Source: an optimization exercise on an open RTL-to-GDS flow (aim: small area, a short achievable clock period and few clock cycles per item). Production flows keep margins and buffers that such runs may drop.
At most, simulation tests tie the RTL to the original design; equivalence was not proved.
No activity file was given, so power comes from the tool's default toggle rates.

Design byte_pattern_replace_core, start of the top module:
module byte_pattern_replace_core (
   input  logic        clock,
   input  logic        reset,
   input  logic        req_valid,
   output logic        req_ready,
   input  logic [8:0]  req_data,
   output logic        rsp_valid,
   input  logic        rsp_ready,
   output logic [26:0] rsp_data,
   input  logic        csr_write_en,
   input  logic [2:0]  csr_index,
   input  logic [63:0] csr_write_data
);
   localparam int N = 17;    
   logic [15:0][7:0] pat_q, rpl_q;
   logic [4:0]       len_q;      
   logic [15:0]      lim_q;
   logic [63:0]      wd;
   logic [5:0]       cfg_en;
   assign wd = csr_write_data & {64{~reset}};
   always_comb begin
      for (int k = 0; k < 6; k++)
         cfg_en[k] = reset | (csr_write_en && csr_index == 3'(k));
   end
   always_ff @(posedge clock) begin
      if (cfg_en[0]) pat_q[7:0]  <= wd;
      if (cfg_en[1]) pat_q[15:8] <= wd;
      if (cfg_en[2]) rpl_q[7:0]  <= wd;
      if (cfg_en[3]) rpl_q[15:8] <= wd;
      if (cfg_en[4]) len_q <= (wd[4] && wd[3:0] != 4'd0) ? 5'd16 : wd[4:0];
      if (cfg_en[5]) lim_q <= wd[15:0];
   end
   logic [3:0]  lm1;
   logic        lz, l1, lim0;
   logic [15:0] len_oh;     
   logic [N-1:0] len_lt;    
   always_comb begin
      lm1  = 4'(len_q - 5'd1);
      lz   = len_q == 5'd0;
      l1   = len_q == 5'd1;
      lim0 = lim_q == 16'd0;
      for (int j = 0; j < 16; j++) len_oh[j] = len_q == 5'(j + 1);
      for (int p = 0; p < N; p++) len_lt[p] = 5'(p) < len_q;
   end
   logic        ib_v, ib_rp, ib_e;
   logic        rs1;         
   logic [7:0]  ib_b;
   logic [15:0] eq_q;        
   logic        dlast;       
   logic [N-1:0][7:0] qb;
   logic [N-1:0] qe, qr, qn;
   logic [4:0]  occ;         
   logic        room;        
   logic        has_com;     
   logic [3:0]  fill;        
   logic [4:0]  rix;         
   logic [15:0] dv;          
   logic [15:0] cnt_in;      
   logic        allow_q;     
  ...
For scale: roughly 1800 cells after synthesis, ~110 I/O pins.
make LEC_CHECK=0 CAP_MARGIN=20 CORE_MARGIN=2 CORE_UTILIZATION=55 SETUP_SLACK_MARGIN=3.6 SLEW_MARGIN=20 finish   # period 6.5 ns
run.sh (not shown) runs the stock make flow with config.mk's settings and CLKGATE_MAP_FILE= SYNTH_SCRIPT=/design/flow/synth_recipe.tcl, a recipe that flattens the netlist after the stock synthesis.
Testbench counts at the start, summed over its fixed seeds: cycles 23,020, bytes 22,436.
Next try:
Settings changed: SETUP_SLACK_MARGIN 3.6 to 4.0.
Outcome: Clock-buffer cell count went up by 3. Total power rose by 4.2%. Routed wire length is higher by 3.7%. Cell area rose by about 5%. Via count is higher by 2.8%. Register-to-register slack improves by 0.32 ns.
Next try:
==> flow/flow/run.sh (new file) <==
#!/bin/bash
# The standard layout, with the port buffers made from buf_4 cells instead of the
# resizer's default choice.  standard.sh's output goes to standard.log.
set -e
export BUFFER_PORTS_ARGS="-buffer_cell sky130_fd_sc_hd__buf_4"
bash standard.sh > standard.log 2>&1
==> flow/standard.sh (new file) <==
#!/bin/bash
# synth_recipe.tcl (not shown) runs the flow's synth.tcl, then flattens the netlist and writes it again
# the make line also repeats each setting of config.mk as NAME=value (left out here)
make -C /OpenROAD-flow-scripts/flow DESIGN_CONFIG=/design/flow/config.mk WORK_HOME=/design/flow/orfs CLKGATE_MAP_FILE= SYNTH_SCRIPT=/design/flow/synth_recipe.tcl "${@:-finish}"
Settings changed: CTS_BUF_LIST set to sky130_fd_sc_hd__clkbuf_8, TNS_END_PERCENT set to 20.
removed: flow/run.sh
Result:
- The new run finished clean
- hold slack is worse by 0.0041 ns
- core utilization is lower by 2.9 points
- via count is lower slightly
- cell area is lower by a few percent
- sequential share of layout area is higher by 2.2 points
Next try:
==> flow/run.sh (new file) <==
#!/bin/bash
# synth_recipe.tcl (not shown) runs the flow's synth.tcl, then flattens the netlist and writes it again
# the make line also repeats each setting of config.mk as NAME=value (left out here)
make -C /OpenROAD-flow-scripts/flow DESIGN_CONFIG=/design/flow/config.mk WORK_HOME=/design/flow/orfs CLKGATE_MAP_FILE= SYNTH_SCRIPT=/design/flow/synth_recipe.tcl finish
Settings changed: CORE_UTILIZATION 55 to 65.
removed: flow/flow/run.sh
removed: flow/standard.sh
After rerunning: The new run passed the timing, DRC and antenna checks; utilization goes up by 13 points; sequential share of layout area shrinks by 0.56 points; final area goes up by 1.0%; combinational power is higher by about 2%; count of clock-buffer cells in the layout came out lower by 6.

* * *

Another version of the RTL of byte_pattern_replace_core (not shown whole).
Size in the first run: about 2200 cells after synthesis, ~580 flip-flops, about 110 I/O pins, roughly 0.028 sq mm of cells after synthesis.
clock: 6.5 ns
lec_check: 0
cap_margin: 20
core_margin: 2
core_utilization: 40
slew_margin: 20
Stock flow here: none of the scripts above is used.
==> next run, changes <==
- ABC_CLOCK_PERIOD_IN_PS: unset -> 2500
- CORE_UTILIZATION: 40 -> 55
- SETUP_SLACK_MARGIN: unset -> 3.9
After rerunning:
- fmax climbs by 30%
- worst setup slack improved by 1000 ps
- cell count goes down by 1.6%
- utilization grows by 25 points
- design area climbs by 11%
- power is higher by 9.4%
- non-clock buffer count goes up by 196
- global-route usage grows by 12 points
- clock skew hardly moves
No run of this note included a check of the RTL's function; only the layout flow was run.

* * *

Setup of red:
RTL: one of the versions met above, not the one the previous note started from.
For scale: roughly 1800 cells after synthesis, ~580 flip-flops, about 110 I/O pins, about 26000 sq um of cells after synthesis.
clock: 6.5 ns
lec_check: 0
cap_margin: 20
core_margin: 2
core_utilization: 55
cts_buf_list: sky130_fd_sc_hd__clkbuf_8
setup_slack_margin: 4.0
slew_margin: 20
tns_end_percent: 5
red did not stop at any stage, and its layout met the timing, DRC and antenna checks.
Testbench counts of red, summed over its fixed seeds: cycles 23,020, bytes 22,436.
For blue, these inputs were changed with respect to red:
Settings: CTS_CLUSTER_DIAMETER now 60, previously not set; CTS_CLUSTER_SIZE now 20, previously not set; TNS_END_PERCENT now 20, was 5.
==> flow/flow/run.sh (new file) <==
#!/bin/bash
# The standard layout, with the port buffers made from buf_4 cells instead of the
# resizer's default choice.  standard.sh's output goes to standard.log.
set -e
export BUFFER_PORTS_ARGS="-buffer_cell sky130_fd_sc_hd__buf_4"
bash standard.sh > standard.log 2>&1
==> flow/standard.sh (new file) <==
#!/bin/bash
# synth_recipe.tcl (not shown) runs the flow's synth.tcl, then flattens the netlist and writes it again
# the make line also repeats each setting of config.mk as NAME=value (left out here)
make -C /OpenROAD-flow-scripts/flow DESIGN_CONFIG=/design/flow/config.mk WORK_HOME=/design/flow/orfs CLKGATE_MAP_FILE= SYNTH_SCRIPT=/design/flow/synth_recipe.tcl "${@:-finish}"
removed: flow/run.sh
Results
- blue: all stages complete, timing, DRC and antenna checks passed
- blue ended up with a higher iteration count of the initial detailed-routing pass than red did.
- blue vs red, final cell count went down by about 4%.
- Of the two values seen for capturing element of the worst setup path, allow_q was produced by red and rsp_data[24] by blue.
- Compared with red, blue ends up with a smaller final cell area.
- Against red, net switching power in blue fell by a few percent.
- Between blue and red, the total length of routed wires figures differ only marginally.
- Going from red to blue, the area growth from synthesis to layout was found to have gone down by 3.5 points.
- blue vs red on largest fanout on the critical path: blue is the lower one.
- Taking red as the reference, in blue initial antenna violation count went up; logic depth of the worst setup path including buffers now sits lower.
- Relative to red, the final estimated routing congestion in global placement measured on blue has increased by a few percent.
- Compared with red, the detailed router inserted fewer vias in blue.
Changes in green relative to blue:
Settings: CTS_CLUSTER_SIZE no longer set, was 20; CTS_CLUSTER_DIAMETER no longer set, was 60; ABC_AREA now 1, previously not set.
==> comparison <==
Sort green and blue by routed wire length desc -> top: green. Going from blue to green, via count grew by more than 10%. Looking only at flop-to-flop setup slack, and setting everything else aside, the lower value of green and blue goes to blue. For green, the critical path endpoint was rsp_data[26], unlike blue, where it was rsp_data[24]. Between green and blue, the difference in worst clock skew on the final layout is negligible. Launch point of the critical path = o_byte[7]: green; launch point of the critical path = o_byte[5]: blue.
Here is what was changed in the inputs of orange compared with green.
Settings: ABC_AREA: 1 -> unset.
==> flow/run.sh (new file) <==
#!/bin/bash
# synth_recipe.tcl (not shown) runs the flow's synth.tcl, then flattens the netlist and writes it again
# the make line also repeats each setting of config.mk as NAME=value (left out here)
make -C /OpenROAD-flow-scripts/flow DESIGN_CONFIG=/design/flow/config.mk WORK_HOME=/design/flow/orfs CLKGATE_MAP_FILE= SYNTH_SCRIPT=/design/flow/synth_recipe.tcl finish
removed: flow/flow/run.sh
removed: flow/standard.sh
--- outcome ---
- Worst hold slack: orange < green
- Relative to green, orange improves switching power.
- Going from green to orange, number of library cell types mapped by synthesis grows by about 56%.
- Global-route usage over all layers in orange is 0.46 points lower than in green
- Final total negative setup slack came out exactly the same in orange and green.
- Parity-gate share of the synthesized area counting xor and xnor cells | orange above green

* * *

The RTL this note starts from:
==> flow/design.v <==
package bpr_pkg;
   localparam int unsigned PAT_BYTES = 16;
endpackage
module byte_pattern_replace_core (
   input  logic        clock,
   input  logic        reset,
   input  logic        req_valid,
   output logic        req_ready,
   input  logic [8:0]  req_data,
   output logic        rsp_valid,
   input  logic        rsp_ready,
   output logic [26:0] rsp_data,
   input  logic        csr_write_en,
   input  logic [2:0]  csr_index,
   input  logic [63:0] csr_write_data
);
   localparam int N = 17;    
   logic [15:0][7:0] pat_q, rpl_q;
   logic [4:0]       len_q;      
   logic [15:0]      lim_q;
   logic [63:0]      wd;
   logic [5:0]       cfg_en;
   assign wd = csr_write_data & {64{~reset}};
   always_comb begin
      for (int k = 0; k < 6; k++)
         cfg_en[k] = reset | (csr_write_en && csr_index == 3'(k));
   end
   always_ff @(posedge clock) begin
      if (cfg_en[0]) pat_q[7:0]  <= wd;
      if (cfg_en[1]) pat_q[15:8] <= wd;
      if (cfg_en[2]) rpl_q[7:0]  <= wd;
      if (cfg_en[3]) rpl_q[15:8] <= wd;
      if (cfg_en[4]) len_q <= (wd[4] && wd[3:0] != 4'd0) ? 5'd16 : wd[4:0];
      if (cfg_en[5]) lim_q <= wd[15:0];
   end
   logic [3:0]  lm1;
   logic        lz, l1, lim0;
   logic [15:0] len_oh;     
   logic [N-1:0] len_lt;    
   always_comb begin
      lm1  = 4'(len_q - 5'd1);
      lim0 = lim_q == 16'd0;
      for (int p = 0; p < N; p++) len_lt[p] = 5'(p) < len_q;
   end
   always_ff @(posedge clock) begin
      lz <= len_q == 5'd0;
      l1 <= len_q == 5'd1;
      for (int j = 0; j < 16; j++) len_oh[j] <= len_q == 5'(j + 1);
   end
   logic        ib_v, ib_rp, ib_e;
   logic        rs1;         
   logic [7:0]  ib_b;
   logic [15:0] eq_q;        
   logic        dlast;       
   logic [N-1:0][7:0] qb;
   logic [N-1:0] qe, qr, qn;
   logic [4:0]  occ;         
   logic        room;        
   logic        has_com;     
   logic [3:0]  fill;        
   logic [4:0]  rix;         
   logic [15:0] dv;          
   logic [15:0] cnt_in;      
   logic        allow_q;     
   logic        full_q;      
   logic        ready_q;
   logic        rp_go;
   logic [4:0]  rp_left;
   logic        x_inc;
   logic        ov, o_rep, o_rend, o_done;
   logic [7:0]  o_byte;
   logic [15:0] cnt_out;
   logic        run_start, prev_done;
   logic [3:0]  rep_idx;
   logic        accept, push, load, rp_read;
   logic [15:0] dn, dv_n;
   logic        eql, hit, do_rep, full, clr, emit;
   logic        dnl, dvl, dlast_n;
   logic [3:0]  fill_new;
   logic        rend0, x_set;
   logic [N-1:0] rend_set;
   logic [7:0]  ib_in;
   logic [15:0] eq_in;
   logic [15:0] cnt_p1;
   logic        allow_cmp, f0_ge, f1_ge;
   assign accept = req_valid && ready_q;
   assign push   = ib_v && !ib_rp && room;
   always_comb begin
      dn[0] = eq_q[0];
      for (int j = 1; j < 16; j++) dn[j] = dv[j-1] && eq_q[j];
      eql     = |(eq_q & len_oh);
      hit     = eql && (dlast || l1);
      do_rep  = hit && allow_q;
      full    = full_q;
      clr     = ib_e || do_rep;
      emit    = clr || lz || full;     
      if (clr || lz)  fill_new = 4'd0;
      else if (full)  fill_new = lm1;
      else            fill_new = fill + 4'd1;
      rend0 = clr || lz || (full && l1);
      rend_set = '0;
      for (int p = 1; p < 16; p++)
         rend_set[p] = len_oh[p] && full && !clr;
      x_set = do_rep && ({1'b0, fill} >= len_q);
      cnt_p1    = cnt_in + 16'd1;
      allow_cmp = lim0 || (cnt_in < lim_q);
      f0_ge     = len_q != 5'd0 && (fill >= lm1);
      f1_ge     = len_q != 5'd0 && ({1'b0, fill} + 5'd1 >= {1'b0, lm1});
      if (csr_write_en)       dv_n = '0;
      else if (push)          dv_n = clr ? 16'd0 : dn;
      else if (ib_v && ib_rp) dv_n = dn;
      else                    dv_n = dv;
      dnl = |(dn[14:0] & len_oh[15:1]);
      dvl = |(dv[14:0] & len_oh[15:1]);
      if (csr_write_en)       dlast_n = 1'b0;
      else if (push)          dlast_n = !clr && dnl;
      else if (ib_v && ib_rp) dlast_n = dnl;
      else                    dlast_n = dvl;
   end
   logic [7:0]  ent_b;
   logic        ent_e, ent_r, ent_n;
   logic [15:0] base, cnt_run;
   logic        gt1;
   always_comb begin
      load  = has_com && (!ov || rsp_ready);
      ent_b = qb[rix];
      ent_e = qe[rix];
      ent_r = qr[rix];
      ent_n = qn[rix];
      base    = prev_done ? 16'd0 : cnt_out;
      gt1     = occ > {1'b0, fill} + 5'd1;
      cnt_run = ((ent_r || x_inc) && base != 16'hFFFF) ? base + 16'd1 : base;
      rp_read = (rp_left != 5'd0) && !csr_write_en;
      ib_in   = rs1 ? ib_b : req_data[8:1];
      for (int j = 0; j < 16; j++) eq_in[j] = ib_in == pat_q[j];
   end
   logic [4:0] occ_n, rix_n;
   logic [4:0] rp_left_n;
   logic       rp_go_n, ib_v_n, room_n;
   always_comb begin
      case ({push, load})
         2'b10:   occ_n = occ + 5'd1;
         2'b01:   occ_n = occ - 5'd1;
         default: occ_n = occ;
      endcase
      if (rp_read) rix_n = rix - 5'd1;
      else case ({push, load})
         2'b10:   rix_n = occ;
         2'b01:   rix_n = occ - 5'd2;
         default: rix_n = occ - 5'd1;
      endcase
      rp_go_n   = csr_write_en && (fill != 4'd0 || ib_v);
      rp_left_n = csr_write_en ? 5'd0 : rp_go ? {1'b0, fill} : rp_read ? rp_left - 5'd1 : rp_left;
      ib_v_n    = accept || rs1 || (ib_v && !ib_rp && !push);
      if (occ < 5'(N - 1))       room_n = 1'b1;
      else if (occ == 5'(N - 1)) room_n = load || !push;
      else                       room_n = load && !push;
   end
   always_ff @(posedge clock) begin
      if (reset) begin
         ib_v      <= 1'b0;
         ib_rp     <= 1'b0;
         rs1       <= 1'b0;
         occ       <= '0;
         room      <= 1'b1;
         has_com   <= 1'b0;
         fill      <= '0;
         rix       <= 5'h1F;
         cnt_in    <= '0;
         allow_q   <= 1'b1;
         full_q    <= 1'b0;
         ready_q   <= 1'b0;
         rp_go     <= 1'b0;
         rp_left   <= '0;
         x_inc     <= 1'b0;
         ov        <= 1'b0;
         cnt_out   <= '0;
         run_start <= 1'b1;
         prev_done <= 1'b0;
         rep_idx   <= '0;
      end else begin
         ib_v    <= ib_v_n;
         if (accept) ib_rp <= 1'b0;
         else if (rs1) ib_rp <= 1'b1;
         rs1     <= rp_read;
         occ     <= occ_n;
         room    <= room_n;
         has_com <= (push && emit) || (load ? gt1 : has_com);
         rix     <= rix_n;
         rp_go   <= rp_go_n;
         rp_left <= rp_left_n;
         ready_q <= (csr_write_en ? (fill == 4'd0 && !ib_v) : rp_go ? (fill == 4'd0) : (rp_left == 5'd0))
                    && (!ib_v_n || room_n);
         if (push) begin
            fill   <= fill_new;
            cnt_in <= ib_e ? 16'd0 : (do_rep && cnt_in != 16'hFFFF) ? cnt_p1 : cnt_in;
            allow_q <= ib_e || (do_rep ? (lim0 || cnt_p1 != lim_q) : allow_cmp);
            full_q  <= (clr || lz) ? l1 : (full ? !lz : f1_ge);
         end else begin
            allow_q <= allow_cmp;
            full_q  <= f0_ge;
         end
         if (push && x_set) x_inc <= 1'b1;
         else if (load && run_start) x_inc <= 1'b0;
         ov <= load || (ov && !rsp_ready);
         if (load) begin
            run_start <= ent_n;
            prev_done <= ent_n && ent_e;
            if (run_start) cnt_out <= cnt_run;
            if (ent_r) rep_idx <= (rep_idx == lm1) ? 4'd0 : rep_idx + 4'd1;
         end
      end
   end
   always_ff @(posedge clock) begin
      if (accept) begin
         ib_b <= req_data[8:1];
         ib_e <= req_data[0];
      end else if (rp_read) begin
         ib_b <= ent_b;
         ib_e <= 1'b0;
      end
      if (accept || rs1) eq_q <= eq_in;
      dv    <= dv_n;
      dlast <= dlast_n;
      if (push) begin
         qb[0] <= ib_b;
         qe[0] <= ib_e;
         qr[0] <= do_rep;
         qn[0] <= rend0;
         for (int p = 1; p < N; p++) begin
            qb[p] <= qb[p-1];
            qe[p] <= qe[p-1];
            qr[p] <= qr[p-1] || (do_rep && len_lt[p]);
            qn[p] <= qn[p-1] || rend_set[p];
         end
      end
      if (load) begin
         o_byte <= ent_r ? rpl_q[rep_idx] : ent_b;
         o_rep  <= ent_r;
         o_rend <= ent_n;
         o_done <= ent_n && ent_e;
      end
   end
   assign req_ready = ready_q;
   assign rsp_valid = ov;
   assign rsp_data  = {o_byte, o_rep, o_rend, o_done, cnt_out};
endmodule
Settings: LEC_CHECK=0, CAP_MARGIN=20, CORE_MARGIN=2, CORE_UTILIZATION=55, CTS_BUF_LIST=sky130_fd_sc_hd__clkbuf_8 sky130_fd_sc_hd__clkbuf_16, CTS_CLUSTER_DIAMETER=70, CTS_CLUSTER_SIZE=28, SETUP_SLACK_MARGIN=4.0, SLEW_MARGIN=20, TNS_END_PERCENT=20; clock period 6.5 ns.
standard.sh (not shown) runs the stock make flow with config.mk's settings and CLKGATE_MAP_FILE= SYNTH_SCRIPT=/design/flow/synth_recipe.tcl, a recipe that flattens the netlist after the stock synthesis.
==> flow/flow/run.sh <==
#!/bin/bash
# The standard layout, with the port buffers made from buf_4 cells instead of the
# resizer's default choice.  standard.sh's output goes to standard.log.
set -e
export BUFFER_PORTS_ARGS="-buffer_cell sky130_fd_sc_hd__buf_4"
bash standard.sh > standard.log 2>&1
The starting point finished with timing, DRC and antenna clean.
Testbench counts at the start, summed over its fixed seeds: cycles 23,020, bytes 22,436.
Edit:
Settings changed: CTS_CLUSTER_DIAMETER 70 to 60, CTS_CLUSTER_SIZE 28 to 20.
What happened: Synthesized cell count is unchanged; power rose by 4.0%; die area does not change; cell area climbs by 0.76%; clock-buffer cell count goes up by 14; global-route usage stays flat; wire length stays flat; via count is about the same; worst setup slack gets better by 0.012 ns.
Edit:
Settings changed: SETUP_SLACK_MARGIN 4.0 to 4.2.
The changed run finished clean. Count of clock-buffer cells in the layout is lower by 4. Final cell count is higher by 2.5%. Utilization is higher by 1.9 points. First-iteration DRC count is higher by 10%. Routed wire length is higher by 2.8%. Clock skew stays flat.

port drivers added, routing unchanged:
Ports are ideal in the flow. The routed layouts listed here were re-timed in OpenROAD. Step 1: set_driving_cell puts a clkbuf_16 on clock and a buf_2 on each other input, an assumption about the parent block. Step 2, shift: input delay + t, output delay - t, t = (earliest + latest rising clock arrival at the registers) / 2. This alone moves slack from input paths to output paths. a / b / c = ideal / step 1 / step 2; a / b = the first two.
| run | t, ns | slack for setup (ns) | worst setup path after step 2 | cell pins on the clock port's net |
|---|---|---|---|---|
| the first run of note 1 | 0.669 | 3.629 / 3.581 / 2.990 | input to register | 1 |
| the second run of note 1 | 0.649 | 3.996 / 3.962 / 3.372 | input to register | 1 |
| the third run of note 1 | 0.724 | 3.918 / 3.866 / 3.224 | input to register | 1 |
| the fourth run of note 1 | 0.736 | 3.839 / 3.784 / 3.241 | input to register | 1 |
| the first run of note 2 | 0.702 | 2.030 / 2.030 / 2.030 | register to register | 1 |
| the second run of note 2 | 0.689 | 3.059 / 3.060 / 2.894 | input to register | 1 |
| red | 0.732 | 3.833 / 3.828 / 3.222 | input to register | 1 |
| blue | 0.707 | 3.895 / 3.841 / 3.282 | input to register | 1 |
| green | 0.724 | 3.885 / 3.832 / 3.256 | input to register | 1 |
| orange | 0.730 | 3.874 / 3.818 / 3.242 | input to register | 1 |
| the first run of note 4 | 0.636 | 3.959 / 3.928 / 3.342 | input to register | 1 |
| the second run of note 4 | 0.655 | 3.970 / 3.913 / 3.335 | input to register | 1 |
| the third run of note 4 | 0.650 | 3.975 / 3.914 / 3.572 | input to register | 1 |
After both steps every run listed still meets setup and hold. For the third run of note 1, which loses most, drivers alone change the setup slack by -0.052 ns; drivers and shift together by -0.694 ns.
